What follows belongs to an exercise in optimizing a design on an open flow for small area and few clock cycles per item; a production flow would make more cautious choices. Function was checked by simulation only, so behaviour that the tests miss may differ from the original. No driver is modelled on the clock port, so clocking that relies on it looks cheaper here than on a real chip. Power and IR drop assume default switching activity.

## indexed_list_store_top
module indexed_list_store_top #(
    parameter int DEPTH = ils_pkg::DEPTH_DEFAULT
) (
    input  wire                                 i_clk,
    input  wire                                 i_rst_n,
    input  wire  [ils_pkg::IN_TDATA_W-1:0]      s_axis_tdata,
    input  wire                                 s_axis_tvalid,
    output logic                                s_axis_tready,
    output logic [ils_pkg::OUT_TDATA_W-1:0]     m_axis_tdata,
    output logic                                m_axis_tvalid,
    input  wire                                 m_axis_tready
);
Settings: LEC_CHECK=0, CAP_MARGIN=20, CORE_MARGIN=2, CORE_UTILIZATION=55, GPL_TIMING_DRIVEN=0, SETUP_SLACK_MARGIN=0.25, SLEW_MARGIN=20, SYNTH_HIERARCHICAL=1, SYNTH_MINIMUM_KEEP_SIZE=0; clock period 5.5 ns.
standard.sh (not shown) runs the stock make flow with config.mk's settings and CLKGATE_MAP_FILE= SYNTH_SCRIPT=/design/flow/synth_recipe.tcl, a recipe that flattens the netlist after the stock synthesis.
==> flow/flow/run.sh <==
#!/bin/bash
# Layout flow: the standard synthesis, then the standard ORFS steps with
# a few settings changed (see the make variables below). Each step's full
# output goes to a log file in the work folder.
set -euo pipefail
W=$(pwd)
F=$W/flow
TARGET=${OWN_TARGET:-finish}

# The standard synthesis, unchanged.
bash standard.sh synth > "$W/log_1_synth.txt" 2>&1

# Floorplan to final layout.
#  REMOVE_ABC_BUFFERS: drop the buffers that synthesis put on high-fanout
#    nets; repair_design buffers them again from the placement.
#  BUFFER_PORTS_ARGS: every port still gets a buffer, a plain buf_2.
#  CTS_ARGS: leaf clusters of up to 30 flip-flops on clkbuf_16, no dummy loads.
bash standard.sh \
  REMOVE_ABC_BUFFERS=1 \
  BUFFER_PORTS_ARGS="-buffer_cell sky130_fd_sc_hd__buf_2" \
  CTS_ARGS="${OWN_CTS_ARGS:--sink_clustering_enable -repair_clock_nets -dont_use_dummy_load -buf_list sky130_fd_sc_hd__clkbuf_8 -sink_clustering_size 20 -sink_clustering_max_diameter 80}" \
  OWN_FLOW_DIR="$F" OWN_CLK_SLEW_PS=100 POST_RESIZE_TCL="$F/post_resize.tcl" POST_CTS_TCL="$F/post_cts.tcl" \
  "$TARGET" > "$W/log_2_layout.txt" 2>&1
Other scripts of this flow, unchanged in this note and not shown: flow/flow/downsize.tcl, flow/flow/post_cts.tcl, flow/flow/post_resize.tcl
The first run completed without violations.
Testbench counts at the start, summed over its fixed seeds: cycles 24,008, items 24,000.
Change:
--- a/flow/design.v
+++ b/flow/design.v
@@ -20,61 +20,65 @@
     localparam logic [STAT_W-1:0] ST_RANGE = 2'd2;
 endpackage
 `default_nettype wire
 `timescale 1ns / 1ps
 `default_nettype none
 module ils_cell (
     input  wire                          i_clk,
     input  wire                          i_hold,
     input  wire                          i_sv,
     input  wire                          i_sl,
-    input  wire  [ils_pkg::WORD_W-1:0]   i_x,
-    input  wire  [ils_pkg::WORD_W-1:0]   i_left,
-    output logic [ils_pkg::WORD_W-1:0]   o_s
+    input  wire  [ils_pkg::WORD_W-1:0]   i_val,
+    input  wire  [ils_pkg::WORD_W-1:0]   i_left_s,
+    input  wire                          i_left_p,
+    output logic [ils_pkg::WORD_W-1:0]   o_s,
+    output logic                         o_p
 );
     localparam int W = ils_pkg::WORD_W;
     logic [W-1:0] r_s;
+    logic         r_p;
     always_ff @(posedge i_clk) begin
-        r_s <= ~((r_s & {W{i_hold}}) | (i_x & {W{i_sv}}) | (i_left & {W{i_sl}}));
+        r_s <= ~((r_s & {W{i_hold}}) | (i_val & {W{i_sv}}) | (i_left_s & {W{i_sl}}));
+        r_p <= ~((r_p & i_hold) | (i_left_p & i_sl));
     end
     assign o_s = r_s;
+    assign o_p = r_p;
 endmodule
 `default_nettype wire
 `timescale 1ns / 1ps
 `default_nettype none
 module ils_chain #(
     parameter int DEPTH = ils_pkg::DEPTH_DEFAULT
 ) (
     input  wire                          i_clk,
     input  wire  [DEPTH-1:0]             i_hold,
     input  wire  [DEPTH-1:0]             i_sv,
     input  wire  [DEPTH-1:0]             i_sl,
     input  wire  [ils_pkg::WORD_W-1:0]   i_val,
-    input  wire                          i_phase,     
-    input  wire                          i_rd_inv,    
     input  wire  [DEPTH-1:0]             i_rd_sel,    
     output logic [ils_pkg::WORD_W-1:0]   o_rd_data
 );
     localparam int W = ils_pkg::WORD_W;
-    logic [W-1:0] w_q [DEPTH];
-    logic [W-1:0] w_x;
-    assign w_x = i_val ^ {W{i_phase}};
+    logic [W-1:0]     w_q [DEPTH];
+    logic [DEPTH-1:0] w_p;
     for (genvar g = 0; g < DEPTH; g++) begin : g_cell
         localparam int LEFT = (g == 0) ? DEPTH - 1 : g - 1;
         ils_cell u_cell (
             .i_clk    (i_clk),
             .i_hold   (i_hold[g]),
             .i_sv     (i_sv[g]),
             .i_sl     (i_sl[g]),
-            .i_x      (w_x),
-            .i_left   (w_q[LEFT]),
-            .o_s      (w_q[g])
+            .i_val    (i_val),
+            .i_left_s (w_q[LEFT]),
+            .i_left_p (w_p[LEFT]),
+            .o_s      (w_q[g]),
+            .o_p      (w_p[g])
         );
     end
     localparam int G = (DEPTH + 2) / 3;
     logic [W-1:0] w_n [G];
     for (genvar g = 0; g < G; g++) begin : g_rd
         localparam int C0 = 3 * g;
         if (C0 + 3 <= DEPTH) begin : g_three
             ils_rd3 u_rd (
                 .i_q0 (w_q[C0]),
                 .i_s0 (i_rd_sel[C0]),
@@ -93,25 +97,27 @@
                 .o_n  (w_n[g])
             );
         end else begin : g_one
             ils_rd1 u_rd (
                 .i_q0 (w_q[C0]),
                 .i_s0 (i_rd_sel[C0]),
                 .o_n  (w_n[g])
             );
         end
     end
+    logic w_rd_p;
+    assign w_rd_p = |(w_p & i_rd_sel);
     always_comb begin
         logic [W-1:0] all_n;
         all_n = '1;
         for (int k = 0; k < G; k++) all_n = all_n & w_n[k];
-        o_rd_data = ~all_n ^ {W{i_rd_inv}};
+        o_rd_data = ~all_n ^ {W{w_rd_p}};
     end
 endmodule
 module ils_rd3 (
     input  wire  [ils_pkg::WORD_W-1:0] i_q0,
     input  wire                        i_s0,
     input  wire  [ils_pkg::WORD_W-1:0] i_q1,
     input  wire                        i_s1,
     input  wire  [ils_pkg::WORD_W-1:0] i_q2,
     input  wire                        i_s2,
     output logic [ils_pkg::WORD_W-1:0] o_n
@@ -261,35 +267,28 @@
             .i_gt   (w_gt_q[j]),
             .i_nw   (w_nwrap),
             .i_sv   (w_sv[j]),
             .o_hold (w_hold[j]),
             .o_sl   (w_sl[j])
         );
     end
     logic [DEPTH-1:0] w_rd_sel;
     ils_dec #(.DEPTH (DEPTH)) u_rd_sel (.i_x (r_rd_idx), .i_en (r_rd), .o_sel (w_rd_sel));
     logic [ils_pkg::WORD_W-1:0] w_rd_data;
-    logic r_phase;
-    always_ff @(posedge i_clk) begin
-        if (!i_rst_n) r_phase <= 1'b0;
-        else          r_phase <= !r_phase;
-    end
     ils_chain #(
         .DEPTH (DEPTH)
     ) u_chain (
         .i_clk     (i_clk),
         .i_hold    (w_hold),
         .i_sv      (w_sv),
         .i_sl      (w_sl),
         .i_val     (w_val),
-        .i_phase   (r_phase),
-        .i_rd_inv  (r_phase && r_rd),
         .i_rd_sel  (w_rd_sel),
         .o_rd_data (w_rd_data)
     );
     assign s_axis_tready = !r_out_valid || m_axis_tready;
     always_ff @(posedge i_clk) begin
         if (!i_rst_n) begin
             r_len       <= '0;
             r_head      <= '0;
             r_out_valid <= 1'b0;
         end else begin
Utilization came out higher by 1.4 points.
Worst hold slack stays flat.
Total power goes up slightly.
Area after synthesis goes down slightly.
Via count came out higher by a few percent.
Testbench counts after the change, summed over its fixed seeds: cycles 24,008, items 24,000.

## afterwards: timing with drivers on the ports
How much do the figures lean on ideal ports? The routed layouts below were timed once more, with nothing changed but the port constraints. Step 1, drivers: a clkbuf_16 drives i_clk and a buf_2 each remaining input, both assumed. Step 2, shift: input delay + t, output delay - t, t = (earliest + latest rising clock arrival at the registers) / 2. This alone moves slack from input paths to output paths. a / b / c = no drivers / after step 1 / after step 2; a / b = the first two.
run | t (ns) | setup WS [ns] | worst hold slack (ns)
the first run | 0.697 | 0.113 / 0.041 / -0.232 | 0.425 / 0.425 / 0.425
the second run | 0.708 | 0.118 / 0.044 / -0.407 | 0.428 / 0.428 / 0.428
With both steps, setup timing fails in the first run and the second run, where it was met with ideal ports. The setup slack of the second run, which loses most, moves by -0.074 ns with the drivers and by -0.525 ns with both steps.
